Context: an optimization exercise on an open-source flow, tuned for small area, a short achievable clock period and few clock cycles per item. The choices shown serve that exercise and are no tape-out recipe.
In this exercise RTL edits were held to simulation tests only and were not proved equivalent to the original.

==> inputs of v5 <==
Design elgamal32_sign_verify_unit, start of the top module:
module elgamal32_sign_verify_unit (
  input  wire logic                          clk,
  input  wire logic                          rst,
  input  wire logic                          psel,
  input  wire logic                          penable,
  input  wire logic                          pwrite,
  input  wire logic [3:0]                    paddr,
  input  wire logic [31:0]                   pwdata,
  output logic [31:0]                        prdata,
  output logic                               pready,
  input  wire logic                          req_valid,
  output logic                               req_stall,
  input  wire logic [128:0]                  req_word,
  output logic                               rsp_valid,
  input  wire logic                          rsp_stall,
  output logic [65:0]                        rsp_word
);
make LEC_CHECK=0 CAP_MARGIN=20 CORE_MARGIN=2 CORE_UTILIZATION=40 SETUP_SLACK_MARGIN=4.5 SLEW_MARGIN=20 finish   # period 10.0 ns
run.sh (not shown) runs the stock make flow with config.mk's settings and CLKGATE_MAP_FILE= SYNTH_SCRIPT=/design/flow/synth_recipe.tcl, a recipe that flattens the netlist after the stock synthesis.
==> v3: changes against v5 <==
--- a/flow/design.v
+++ b/flow/design.v
@@ -463,13 +463,13 @@
     .b   (B[5:0]),
     .p   (p[5:0]),
     .q1  (q_mid),
     .q2  (q_nx)
   );
   logic [36:0] t_sum1;
-  assign t_sum1 = {R, 1'b1} + {C, cin};
+  assign t_sum1 = {s_mid, 1'b1} + {c_mid, cin_mid};
   assign t_sum  = t_sum1[36:1];
   assign un    = mm ? t_sum : {4'b0000, r_next};
   logic [1:0] q_first;
   logic [1:0] a_lo, b_lo;
   elg_mont_q u_qf (
     .d  ({a_lo, 1'b0}),
@@ -535,13 +535,13 @@
   v1sel_t v1s;
   v2sel_t v2s;
   v3sel_t v3s;
   esel_t  es;
   logic [31:0] ext;
   logic [6:0]  cvt_cnt;      
-  assign cvt_cnt = mont ? 7'd67 : 7'd31;
+  assign cvt_cnt = mont ? 7'd65 : 7'd31;
   always_comb begin
     state_n  = sb;
     rs       = R_HOLD;
     as       = A_HOLD;
     bs       = B_HOLD;
     v1s      = V1_HOLD;
@@ -602,16 +602,16 @@
               state_n = ST_SG_KRED;
             end
           end else begin
             gsplit_n = 1'b0;
             pre_n    = 1'b0;
             if (mont && !r2v) begin
-              gl = 1'b1; as = A_EXT; es = E_TOP; bs = B_ONE; gc = 7'd72;
+              gl = 1'b1; as = A_EXT; es = E_TOP; bs = B_ONE; gc = 7'd68;
               state_n = ST_VF_R2;
             end else if (mont) begin
-              gl = 1'b1; as = A_EXT; es = E_H; bs = B_R2; gmm = 1'b1; gc = 7'd9;
+              gl = 1'b1; as = A_EXT; es = E_H; bs = B_R2; gmm = 1'b1; gc = 7'd8;
               state_n = ST_VF_HRED;
             end else begin
               gl = 1'b1; as = A_EXT; es = E_H; bs = B_ONE; gc = cvt_cnt;
               state_n = ST_VF_HRED;
             end
           end
@@ -638,49 +638,49 @@
             state_n = ST_EX_END;
           end else begin
             ei_n    = ei - 5'd1;
             state_n = ST_EX_FETCH;
           end
         end else begin
-          gl = 1'b1; as = A_R; bs = B_R; gmm = mont; gc = mont ? 7'd9 : 7'd31;
+          gl = 1'b1; as = A_R; bs = B_R; gmm = mont; gc = mont ? 7'd8 : 7'd31;
           state_n = ST_EX_SQ;
         end
       end
       state[I_EX_SQ]: begin
         if (glast) begin
           if (eb1 | eb2) begin
-            gl = 1'b1; as = A_UN; bs = B_BASE; gmm = mont; gc = mont ? 7'd9 : 7'd31;
+            gl = 1'b1; as = A_UN; bs = B_BASE; gmm = mont; gc = mont ? 7'd8 : 7'd31;
             state_n = ST_EX_MUL;
           end else if (ei == 5'd0) begin
             state_n = ST_EX_END;
           end else begin
-            gl = 1'b1; as = A_UN; bs = B_UN; gmm = mont; gc = mont ? 7'd9 : 7'd31;
+            gl = 1'b1; as = A_UN; bs = B_UN; gmm = mont; gc = mont ? 7'd8 : 7'd31;
             ei_n    = ei - 5'd1;
             state_n = ST_EX_SQ;
           end
         end
       end
       state[I_EX_MUL]: begin
         if (glast) begin
           if (ei == 5'd0) begin
             state_n = ST_EX_END;
           end else begin
-            gl = 1'b1; as = A_UN; bs = B_UN; gmm = mont; gc = mont ? 7'd9 : 7'd31;
+            gl = 1'b1; as = A_UN; bs = B_UN; gmm = mont; gc = mont ? 7'd8 : 7'd31;
             ei_n    = ei - 5'd1;
             state_n = ST_EX_SQ;
           end
         end
       end
       state[I_EX_END]: begin
         if (pre) begin
           state_n = ST_PC_GH;
         end else if (one) begin
           rs = R_ONE;
           state_n = ST_EX_FIX;
         end else if (mont) begin
-          gl = 1'b1; as = A_R; bs = B_ONE; gmm = 1'b1; gc = 7'd9;
+          gl = 1'b1; as = A_R; bs = B_ONE; gmm = 1'b1; gc = 7'd8;
           state_n = ST_EX_CVT;
         end else begin
           state_n = ST_EX_FIX;
         end
       end
       state[I_EX_CVT]: begin
@@ -691,13 +691,13 @@
         if (eu_run)      state_n = ST_EX_FIX;
         else if (!isvf)  state_n = ST_SG_A;
         else if (shamir) state_n = ST_VF_L;
         else             state_n = ST_VF_CMP;
       end
       state[I_PC_GH]: begin
-        gl = 1'b1; as = A_GM; bs = B_R; gmm = 1'b1; gc = 7'd9;
+        gl = 1'b1; as = A_GM; bs = B_R; gmm = 1'b1; gc = 7'd8;
         state_n = ST_PC_GG;
       end
       state[I_PC_GG]: begin
         if (glast) begin
           dgg_n    = 1'b1;
           gv_n     = 1'b1;
@@ -803,35 +803,35 @@
         state_n = ST_ACC;
       end
       state[I_VF_R2]: begin
         if (glast) state_n = ST_VF_R2B;
       end
       state[I_VF_R2B]: begin
-        gl = 1'b1; as = A_EXT; es = E_H; bs = B_R; gmm = 1'b1; gc = 7'd9;
+        gl = 1'b1; as = A_EXT; es = E_H; bs = B_R; gmm = 1'b1; gc = 7'd8;
         state_n = ST_VF_HRED;
       end
       state[I_VF_HRED]: begin
         if (glast) state_n = ST_VF_HR2;
       end
       state[I_VF_HR2]: begin
         v1s = V1_R;
         if (mont) begin
-          gl = 1'b1; as = A_EXT; es = E_AIN; bs = B_R2; gmm = 1'b1; gc = 7'd9;
+          gl = 1'b1; as = A_EXT; es = E_AIN; bs = B_R2; gmm = 1'b1; gc = 7'd8;
         end else begin
           gl = 1'b1; as = A_EXT; es = E_AIN; bs = B_ONE; gc = cvt_cnt;
         end
         state_n = ST_VF_ARED;
       end
       state[I_VF_ARED]: begin
         if (glast) begin
           dv2_n = 1'b1;
           state_n = ST_VF_HA0;
         end
       end
       state[I_VF_HA0]: begin
-        gl = 1'b1; as = A_V1; bs = B_R; gmm = mont; gc = mont ? 7'd9 : 7'd31;
+        gl = 1'b1; as = A_V1; bs = B_R; gmm = mont; gc = mont ? 7'd8 : 7'd31;
         state_n = ST_VF_HA;
       end
       state[I_VF_HA]: begin
         if (glast) begin
           dv3_n    = 1'b1;
           ei_n     = 5'd31;
--- a/flow/config.mk
+++ b/flow/config.mk
@@ -5,8 +5,10 @@
 export SDC_FILE = /design/flow/constraint.sdc
 export NUM_CORES = 4
 export LEC_CHECK = 0
 export CAP_MARGIN = 20
 export CORE_MARGIN = 2
 export CORE_UTILIZATION = 40
+export CTS_BUF_LIST = sky130_fd_sc_hd__clkbuf_8
+export CTS_CLUSTER_SIZE = 40
 export SETUP_SLACK_MARGIN = 4.5
 export SLEW_MARGIN = 20
==> v16: changes against v5 <==
--- a/flow/design.v
+++ b/flow/design.v
@@ -463,13 +463,13 @@
     .b   (B[5:0]),
     .p   (p[5:0]),
     .q1  (q_mid),
     .q2  (q_nx)
   );
   logic [36:0] t_sum1;
-  assign t_sum1 = {R, 1'b1} + {C, cin};
+  assign t_sum1 = {s_mid, 1'b1} + {c_mid, cin_mid};
   assign t_sum  = t_sum1[36:1];
   assign un    = mm ? t_sum : {4'b0000, r_next};
   logic [1:0] q_first;
   logic [1:0] a_lo, b_lo;
   elg_mont_q u_qf (
     .d  ({a_lo, 1'b0}),
@@ -535,13 +535,13 @@
   v1sel_t v1s;
   v2sel_t v2s;
   v3sel_t v3s;
   esel_t  es;
   logic [31:0] ext;
   logic [6:0]  cvt_cnt;      
-  assign cvt_cnt = mont ? 7'd67 : 7'd31;
+  assign cvt_cnt = mont ? 7'd65 : 7'd31;
   always_comb begin
     state_n  = sb;
     rs       = R_HOLD;
     as       = A_HOLD;
     bs       = B_HOLD;
     v1s      = V1_HOLD;
@@ -602,16 +602,16 @@
               state_n = ST_SG_KRED;
             end
           end else begin
             gsplit_n = 1'b0;
             pre_n    = 1'b0;
             if (mont && !r2v) begin
-              gl = 1'b1; as = A_EXT; es = E_TOP; bs = B_ONE; gc = 7'd72;
+              gl = 1'b1; as = A_EXT; es = E_TOP; bs = B_ONE; gc = 7'd68;
               state_n = ST_VF_R2;
             end else if (mont) begin
-              gl = 1'b1; as = A_EXT; es = E_H; bs = B_R2; gmm = 1'b1; gc = 7'd9;
+              gl = 1'b1; as = A_EXT; es = E_H; bs = B_R2; gmm = 1'b1; gc = 7'd8;
               state_n = ST_VF_HRED;
             end else begin
               gl = 1'b1; as = A_EXT; es = E_H; bs = B_ONE; gc = cvt_cnt;
               state_n = ST_VF_HRED;
             end
           end
@@ -638,49 +638,49 @@
             state_n = ST_EX_END;
           end else begin
             ei_n    = ei - 5'd1;
             state_n = ST_EX_FETCH;
           end
         end else begin
-          gl = 1'b1; as = A_R; bs = B_R; gmm = mont; gc = mont ? 7'd9 : 7'd31;
+          gl = 1'b1; as = A_R; bs = B_R; gmm = mont; gc = mont ? 7'd8 : 7'd31;
           state_n = ST_EX_SQ;
         end
       end
       state[I_EX_SQ]: begin
         if (glast) begin
           if (eb1 | eb2) begin
-            gl = 1'b1; as = A_UN; bs = B_BASE; gmm = mont; gc = mont ? 7'd9 : 7'd31;
+            gl = 1'b1; as = A_UN; bs = B_BASE; gmm = mont; gc = mont ? 7'd8 : 7'd31;
             state_n = ST_EX_MUL;
           end else if (ei == 5'd0) begin
             state_n = ST_EX_END;
           end else begin
-            gl = 1'b1; as = A_UN; bs = B_UN; gmm = mont; gc = mont ? 7'd9 : 7'd31;
+            gl = 1'b1; as = A_UN; bs = B_UN; gmm = mont; gc = mont ? 7'd8 : 7'd31;
             ei_n    = ei - 5'd1;
             state_n = ST_EX_SQ;
           end
         end
       end
       state[I_EX_MUL]: begin
         if (glast) begin
           if (ei == 5'd0) begin
             state_n = ST_EX_END;
           end else begin
-            gl = 1'b1; as = A_UN; bs = B_UN; gmm = mont; gc = mont ? 7'd9 : 7'd31;
+            gl = 1'b1; as = A_UN; bs = B_UN; gmm = mont; gc = mont ? 7'd8 : 7'd31;
             ei_n    = ei - 5'd1;
             state_n = ST_EX_SQ;
           end
         end
       end
       state[I_EX_END]: begin
         if (pre) begin
           state_n = ST_PC_GH;
         end else if (one) begin
           rs = R_ONE;
           state_n = ST_EX_FIX;
         end else if (mont) begin
-          gl = 1'b1; as = A_R; bs = B_ONE; gmm = 1'b1; gc = 7'd9;
+          gl = 1'b1; as = A_R; bs = B_ONE; gmm = 1'b1; gc = 7'd8;
           state_n = ST_EX_CVT;
         end else begin
           state_n = ST_EX_FIX;
         end
       end
       state[I_EX_CVT]: begin
@@ -691,13 +691,13 @@
         if (eu_run)      state_n = ST_EX_FIX;
         else if (!isvf)  state_n = ST_SG_A;
         else if (shamir) state_n = ST_VF_L;
         else             state_n = ST_VF_CMP;
       end
       state[I_PC_GH]: begin
-        gl = 1'b1; as = A_GM; bs = B_R; gmm = 1'b1; gc = 7'd9;
+        gl = 1'b1; as = A_GM; bs = B_R; gmm = 1'b1; gc = 7'd8;
         state_n = ST_PC_GG;
       end
       state[I_PC_GG]: begin
         if (glast) begin
           dgg_n    = 1'b1;
           gv_n     = 1'b1;
@@ -803,35 +803,35 @@
         state_n = ST_ACC;
       end
       state[I_VF_R2]: begin
         if (glast) state_n = ST_VF_R2B;
       end
       state[I_VF_R2B]: begin
-        gl = 1'b1; as = A_EXT; es = E_H; bs = B_R; gmm = 1'b1; gc = 7'd9;
+        gl = 1'b1; as = A_EXT; es = E_H; bs = B_R; gmm = 1'b1; gc = 7'd8;
         state_n = ST_VF_HRED;
       end
       state[I_VF_HRED]: begin
         if (glast) state_n = ST_VF_HR2;
       end
       state[I_VF_HR2]: begin
         v1s = V1_R;
         if (mont) begin
-          gl = 1'b1; as = A_EXT; es = E_AIN; bs = B_R2; gmm = 1'b1; gc = 7'd9;
+          gl = 1'b1; as = A_EXT; es = E_AIN; bs = B_R2; gmm = 1'b1; gc = 7'd8;
         end else begin
           gl = 1'b1; as = A_EXT; es = E_AIN; bs = B_ONE; gc = cvt_cnt;
         end
         state_n = ST_VF_ARED;
       end
       state[I_VF_ARED]: begin
         if (glast) begin
           dv2_n = 1'b1;
           state_n = ST_VF_HA0;
         end
       end
       state[I_VF_HA0]: begin
-        gl = 1'b1; as = A_V1; bs = B_R; gmm = mont; gc = mont ? 7'd9 : 7'd31;
+        gl = 1'b1; as = A_V1; bs = B_R; gmm = mont; gc = mont ? 7'd8 : 7'd31;
         state_n = ST_VF_HA;
       end
       state[I_VF_HA]: begin
         if (glast) begin
           dv3_n    = 1'b1;
           ei_n     = 5'd31;
--- a/flow/config.mk
+++ b/flow/config.mk
@@ -5,8 +5,10 @@
 export SDC_FILE = /design/flow/constraint.sdc
 export NUM_CORES = 4
 export LEC_CHECK = 0
 export CAP_MARGIN = 20
 export CORE_MARGIN = 2
 export CORE_UTILIZATION = 40
-export SETUP_SLACK_MARGIN = 4.5
+export CTS_BUF_LIST = sky130_fd_sc_hd__clkbuf_8
+export CTS_CLUSTER_SIZE = 40
+export SETUP_SLACK_MARGIN = 4
 export SLEW_MARGIN = 20
==> v32: changes against v5 <==
--- a/flow/design.v
+++ b/flow/design.v
@@ -66,18 +66,14 @@
   logic        xneg;
   logic [2:0]  lo;
   always_comb begin
     ss = {{2{s[35]}}, s};
     cc = {{2{c[35]}}, c};
     bb = {{4{b[33]}}, b};
-    case (d)
-      3'b001, 3'b010, 3'b101, 3'b110: mag = bb;
-      3'b011, 3'b100:                 mag = {bb[36:0], 1'b0};
-      default:                        mag = 38'd0;
-    endcase
-    xneg = d[2] & ~(d[1] & d[0]);
+    mag  = ({38{d[0]}} & bb) | ({38{d[1]}} & {bb[36:0], 1'b0});
+    xneg = d[2];
     xr   = xneg ? ~mag : mag;
     case (q)
       2'd1:    yr = {6'd0, p};
       2'd2:    yr = {5'd0, p, 1'b0};
       2'd3:    yr = ~{6'd0, p[31:1], 1'b0};   
       default: yr = 38'd0;
@@ -142,18 +138,14 @@
   logic [5:0] h1 [4];
   logic [5:0] h2 [4];
   logic [5:0] l2 [4];
   logic [1:0] w2 [4];
   logic [1:0] q2c [4];
   always_comb begin
-    case (d0)
-      3'b001, 3'b010, 3'b101, 3'b110: mag0 = b;
-      3'b011, 3'b100:                 mag0 = {b[4:0], 1'b0};
-      default:                        mag0 = 6'd0;
-    endcase
-    n0 = d0[2] & ~(d0[1] & d0[0]);
+    mag0 = ({6{d0[0]}} & b) | ({6{d0[1]}} & {b[4:0], 1'b0});
+    n0   = d0[2];
     x0 = n0 ? ~mag0 : mag0;
     case (q0)
       2'd1:    y0 = p;
       2'd2:    y0 = {p[4:0], 1'b0};
       2'd3:    y0 = ~{p[5:1], 1'b0};
       default: y0 = 6'd0;
@@ -208,12 +200,22 @@
       2'd1:    q2 = q2c[1];
       2'd2:    q2 = q2c[2];
       default: q2 = q2c[3];
     endcase
   end
 endmodule
+module elg_booth_dec (
+  input  wire logic [2:0] w,
+  output logic      [2:0] dd
+);
+  always_comb begin
+    dd[0] = w[1] ^ w[0];
+    dd[1] = (w == 3'b011) || (w == 3'b100);
+    dd[2] = w[2] & ~(w[1] & w[0]);
+  end
+endmodule
 `default_nettype wire
 `default_nettype none
 module elgamal32_sign_verify_unit (
   input  wire logic                          clk,
   input  wire logic                          rst,
   input  wire logic                          psel,
@@ -437,14 +439,16 @@
     .b        (B),
     .p        (p),
     .s_next   (s_mid),
     .c_next   (c_mid),
     .cin_next (cin_mid)
   );
+  logic [2:0] dd2, dd_ld, dd_st;
+  elg_booth_dec u_bd2 (.w(A[3:1]), .dd(dd2));
   elg_mont_step u_mont2 (
-    .d        (A[3:1]),
+    .d        (dd2),
     .q        (q_mid),
     .s        (s_mid),
     .c        (c_mid),
     .cin      (cin_mid),
     .b        (B),
     .p        (p),
@@ -463,17 +467,19 @@
     .b   (B[5:0]),
     .p   (p[5:0]),
     .q1  (q_mid),
     .q2  (q_nx)
   );
   logic [36:0] t_sum1;
-  assign t_sum1 = {R, 1'b1} + {C, cin};
+  assign t_sum1 = {s_mid, 1'b1} + {c_mid, cin_mid};
   assign t_sum  = t_sum1[36:1];
   assign un    = mm ? t_sum : {4'b0000, r_next};
   logic [1:0] q_first;
   logic [1:0] a_lo, b_lo;
+  elg_booth_dec u_bdl (.w({a_lo, 1'b0}), .dd(dd_ld));
+  elg_booth_dec u_bds (.w(A[5:3]), .dd(dd_st));
   elg_mont_q u_qf (
     .d  ({a_lo, 1'b0}),
     .b  (b_lo),
     .s   (2'b00),
     .c   (2'b00),
     .cin (1'b0),
@@ -535,13 +541,13 @@
   v1sel_t v1s;
   v2sel_t v2s;
   v3sel_t v3s;
   esel_t  es;
   logic [31:0] ext;
   logic [6:0]  cvt_cnt;      
-  assign cvt_cnt = mont ? 7'd67 : 7'd31;
+  assign cvt_cnt = mont ? 7'd65 : 7'd31;
   always_comb begin
     state_n  = sb;
     rs       = R_HOLD;
     as       = A_HOLD;
     bs       = B_HOLD;
     v1s      = V1_HOLD;
@@ -602,16 +608,16 @@
               state_n = ST_SG_KRED;
             end
           end else begin
             gsplit_n = 1'b0;
             pre_n    = 1'b0;
             if (mont && !r2v) begin
-              gl = 1'b1; as = A_EXT; es = E_TOP; bs = B_ONE; gc = 7'd72;
+              gl = 1'b1; as = A_EXT; es = E_TOP; bs = B_ONE; gc = 7'd68;
               state_n = ST_VF_R2;
             end else if (mont) begin
-              gl = 1'b1; as = A_EXT; es = E_H; bs = B_R2; gmm = 1'b1; gc = 7'd9;
+              gl = 1'b1; as = A_EXT; es = E_H; bs = B_R2; gmm = 1'b1; gc = 7'd8;
               state_n = ST_VF_HRED;
             end else begin
               gl = 1'b1; as = A_EXT; es = E_H; bs = B_ONE; gc = cvt_cnt;
               state_n = ST_VF_HRED;
             end
           end
@@ -638,49 +644,49 @@
             state_n = ST_EX_END;
           end else begin
             ei_n    = ei - 5'd1;
             state_n = ST_EX_FETCH;
           end
         end else begin
-          gl = 1'b1; as = A_R; bs = B_R; gmm = mont; gc = mont ? 7'd9 : 7'd31;
+          gl = 1'b1; as = A_R; bs = B_R; gmm = mont; gc = mont ? 7'd8 : 7'd31;
           state_n = ST_EX_SQ;
         end
       end
       state[I_EX_SQ]: begin
         if (glast) begin
           if (eb1 | eb2) begin
-            gl = 1'b1; as = A_UN; bs = B_BASE; gmm = mont; gc = mont ? 7'd9 : 7'd31;
+            gl = 1'b1; as = A_UN; bs = B_BASE; gmm = mont; gc = mont ? 7'd8 : 7'd31;
             state_n = ST_EX_MUL;
           end else if (ei == 5'd0) begin
             state_n = ST_EX_END;
           end else begin
-            gl = 1'b1; as = A_UN; bs = B_UN; gmm = mont; gc = mont ? 7'd9 : 7'd31;
+            gl = 1'b1; as = A_UN; bs = B_UN; gmm = mont; gc = mont ? 7'd8 : 7'd31;
             ei_n    = ei - 5'd1;
             state_n = ST_EX_SQ;
           end
         end
       end
       state[I_EX_MUL]: begin
         if (glast) begin
           if (ei == 5'd0) begin
             state_n = ST_EX_END;
           end else begin
-            gl = 1'b1; as = A_UN; bs = B_UN; gmm = mont; gc = mont ? 7'd9 : 7'd31;
+            gl = 1'b1; as = A_UN; bs = B_UN; gmm = mont; gc = mont ? 7'd8 : 7'd31;
             ei_n    = ei - 5'd1;
             state_n = ST_EX_SQ;
           end
         end
       end
       state[I_EX_END]: begin
         if (pre) begin
           state_n = ST_PC_GH;
         end else if (one) begin
           rs = R_ONE;
           state_n = ST_EX_FIX;
         end else if (mont) begin
-          gl = 1'b1; as = A_R; bs = B_ONE; gmm = 1'b1; gc = 7'd9;
+          gl = 1'b1; as = A_R; bs = B_ONE; gmm = 1'b1; gc = 7'd8;
           state_n = ST_EX_CVT;
         end else begin
           state_n = ST_EX_FIX;
         end
       end
       state[I_EX_CVT]: begin
@@ -691,13 +697,13 @@
         if (eu_run)      state_n = ST_EX_FIX;
         else if (!isvf)  state_n = ST_SG_A;
         else if (shamir) state_n = ST_VF_L;
         else             state_n = ST_VF_CMP;
       end
       state[I_PC_GH]: begin
-        gl = 1'b1; as = A_GM; bs = B_R; gmm = 1'b1; gc = 7'd9;
+        gl = 1'b1; as = A_GM; bs = B_R; gmm = 1'b1; gc = 7'd8;
         state_n = ST_PC_GG;
       end
       state[I_PC_GG]: begin
         if (glast) begin
           dgg_n    = 1'b1;
           gv_n     = 1'b1;
@@ -803,35 +809,35 @@
         state_n = ST_ACC;
       end
       state[I_VF_R2]: begin
         if (glast) state_n = ST_VF_R2B;
       end
       state[I_VF_R2B]: begin
-        gl = 1'b1; as = A_EXT; es = E_H; bs = B_R; gmm = 1'b1; gc = 7'd9;
+        gl = 1'b1; as = A_EXT; es = E_H; bs = B_R; gmm = 1'b1; gc = 7'd8;
         state_n = ST_VF_HRED;
       end
       state[I_VF_HRED]: begin
         if (glast) state_n = ST_VF_HR2;
       end
       state[I_VF_HR2]: begin
         v1s = V1_R;
         if (mont) begin
-          gl = 1'b1; as = A_EXT; es = E_AIN; bs = B_R2; gmm = 1'b1; gc = 7'd9;
+          gl = 1'b1; as = A_EXT; es = E_AIN; bs = B_R2; gmm = 1'b1; gc = 7'd8;
         end else begin
           gl = 1'b1; as = A_EXT; es = E_AIN; bs = B_ONE; gc = cvt_cnt;
         end
         state_n = ST_VF_ARED;
       end
       state[I_VF_ARED]: begin
         if (glast) begin
           dv2_n = 1'b1;
           state_n = ST_VF_HA0;
         end
       end
       state[I_VF_HA0]: begin
-        gl = 1'b1; as = A_V1; bs = B_R; gmm = mont; gc = mont ? 7'd9 : 7'd31;
+        gl = 1'b1; as = A_V1; bs = B_R; gmm = mont; gc = mont ? 7'd8 : 7'd31;
         state_n = ST_VF_HA;
       end
       state[I_VF_HA]: begin
         if (glast) begin
           dv3_n    = 1'b1;
           ei_n     = 5'd31;
@@ -1029,13 +1035,13 @@
         neg_n   = ~neg;
         eu_ph_n = 1'b0;
       end
     end
     C_n   = gl ? 36'd0 : ((gbusy & mm & ~glast) ? c_next : C);
     cin_n = gl ? 1'b0 : ((gbusy & mm & ~glast) ? cin_next : cin);
-    md_n    = gl ? {a_lo, 1'b0} : ((gbusy & mm & ~glast) ? A[5:3] : md);
+    md_n    = gl ? dd_ld : ((gbusy & mm & ~glast) ? dd_st : md);
     mq_n    = gl ? q_first : ((gbusy & mm & ~glast) ? q_nx : mq);
     glast_n = gbusy_n & (gcnt_n == 7'd0);
   end
   always_ff @(posedge clk) begin
     R      <= R_n;
     C      <= C_n;
--- a/flow/config.mk
+++ b/flow/config.mk
@@ -5,8 +5,10 @@
 export SDC_FILE = /design/flow/constraint.sdc
 export NUM_CORES = 4
 export LEC_CHECK = 0
 export CAP_MARGIN = 20
 export CORE_MARGIN = 2
 export CORE_UTILIZATION = 40
-export SETUP_SLACK_MARGIN = 4.5
+export CTS_BUF_LIST = sky130_fd_sc_hd__clkbuf_8
+export CTS_CLUSTER_SIZE = 40
+export SETUP_SLACK_MARGIN = 4
 export SLEW_MARGIN = 20
==> out/qor.csv <==
metric,value,unit
h-tree-depth,3,
placed_cell_area,0.06467,mm^2
worst_path_largest_cell_delay,600,ps
worst_ep_required_time,10440,ps
synthXorXnorAreaFrac,5.853,%
status,timing/DRC/antenna clean,
detail_route.first_pass.iterations,10,
syn_area,0.06045,mm^2
[end of results for v5]
==> out/qor.csv <==
metric,value,unit
status,timing/DRC/antenna clean,
seq_area_share,21.02,%
design.seq.count,624,
clkTransAtPathRegs,70,ps
worst_path_largest_cell_delay,600,ps
clkbuf_count,140,
portBuffers,269,
track_usage,40.81,%
detail_route.first_pass.iterations,17,
final_layout_size_suffix_gt1_share,14.47,%
vias,67660,
route.antenna.remaining_nets,0,
placed_cells,9454,
timing_max_transition_violations_final,0,
post-route-drc-count,0,
placed_cell_area,0.06657,mm^2
worst_ep_required_time,10690,ps
[end of results for v3]
==> out/qor.csv <==
metric,value,unit
detail_route.first_pass.iterations,13,
syn_area,0.06192,mm^2
multi_input_gate_share_of_total_cell_area,60.46,%
status,timing/DRC/antenna clean,
worst_path_largest_cell_delay,600,ps
buffer_levels_on_the_longest_clock_path,3,
data_arrival_time_of_the_worst_path,6840,ps
n_fill_cell,15350,
placed_cell_area,0.06653,mm^2
period_needed,6195,ps
synthXorXnorAreaFrac,5.549,%
[end of results for v16]
==> out/qor.csv <==
metric,value,unit
post-route-drc-count,0,
syn_area,0.06178,mm^2
synthXorXnorAreaFrac,6.062,%
status,timing/DRC/antenna clean,
detail_route.first_pass.iterations,11,
worst_path_largest_cell_delay,750,ps
worst_ep_required_time,10590,ps
h-tree-depth,3,
placed_cell_area,0.06622,mm^2
[end of results for v32]
Testbench counts of v5, summed over its fixed seeds: cycles 191,333, items 320.
Testbench counts of v3, summed over its fixed seeds: cycles 174,278, items 320.
Testbench counts of v16, summed over its fixed seeds: cycles 174,278, items 320.
Testbench counts of v32, summed over its fixed seeds: cycles 174,278, items 320.

-- what the ideal ports hide --
Ports are ideal in the flow. The routed layouts listed here were re-timed in OpenROAD. Step 1 sets driving cells, clkbuf_16 on the clock port and buf_2 on the other inputs (assumed; they add their load-dependent delay and slew). Step 2 moves the port delays by t, midway between the first and last clock arrival at a register: inputs arrive t later, outputs are due t later. That takes back most of the time a late clock gives input paths. Slacks: no drivers / after step 1 / after step 2; pairs: no drivers / after step 1.
run | t, ns | setup slack, ns | slew at the worst register clock pin (ns) | pins driven straight from the clock port
v5 | 0.792 | 4.015 / 4.015 / 3.975 | 0.07 / 0.07 | 1
v3 | 0.980 | 3.840 / 3.840 / 3.840 | 0.08 / 0.08 | 1
v16 | 0.983 | 3.805 / 3.805 / 3.805 | 0.07 / 0.07 | 1
v32 | 0.990 | 3.971 / 3.971 / 3.789 | 0.09 / 0.09 | 1
After both steps every run listed still meets setup and hold. The setup slack of v32, which loses most, moves by 0.000 ns with the drivers and by -0.182 ns with both steps.
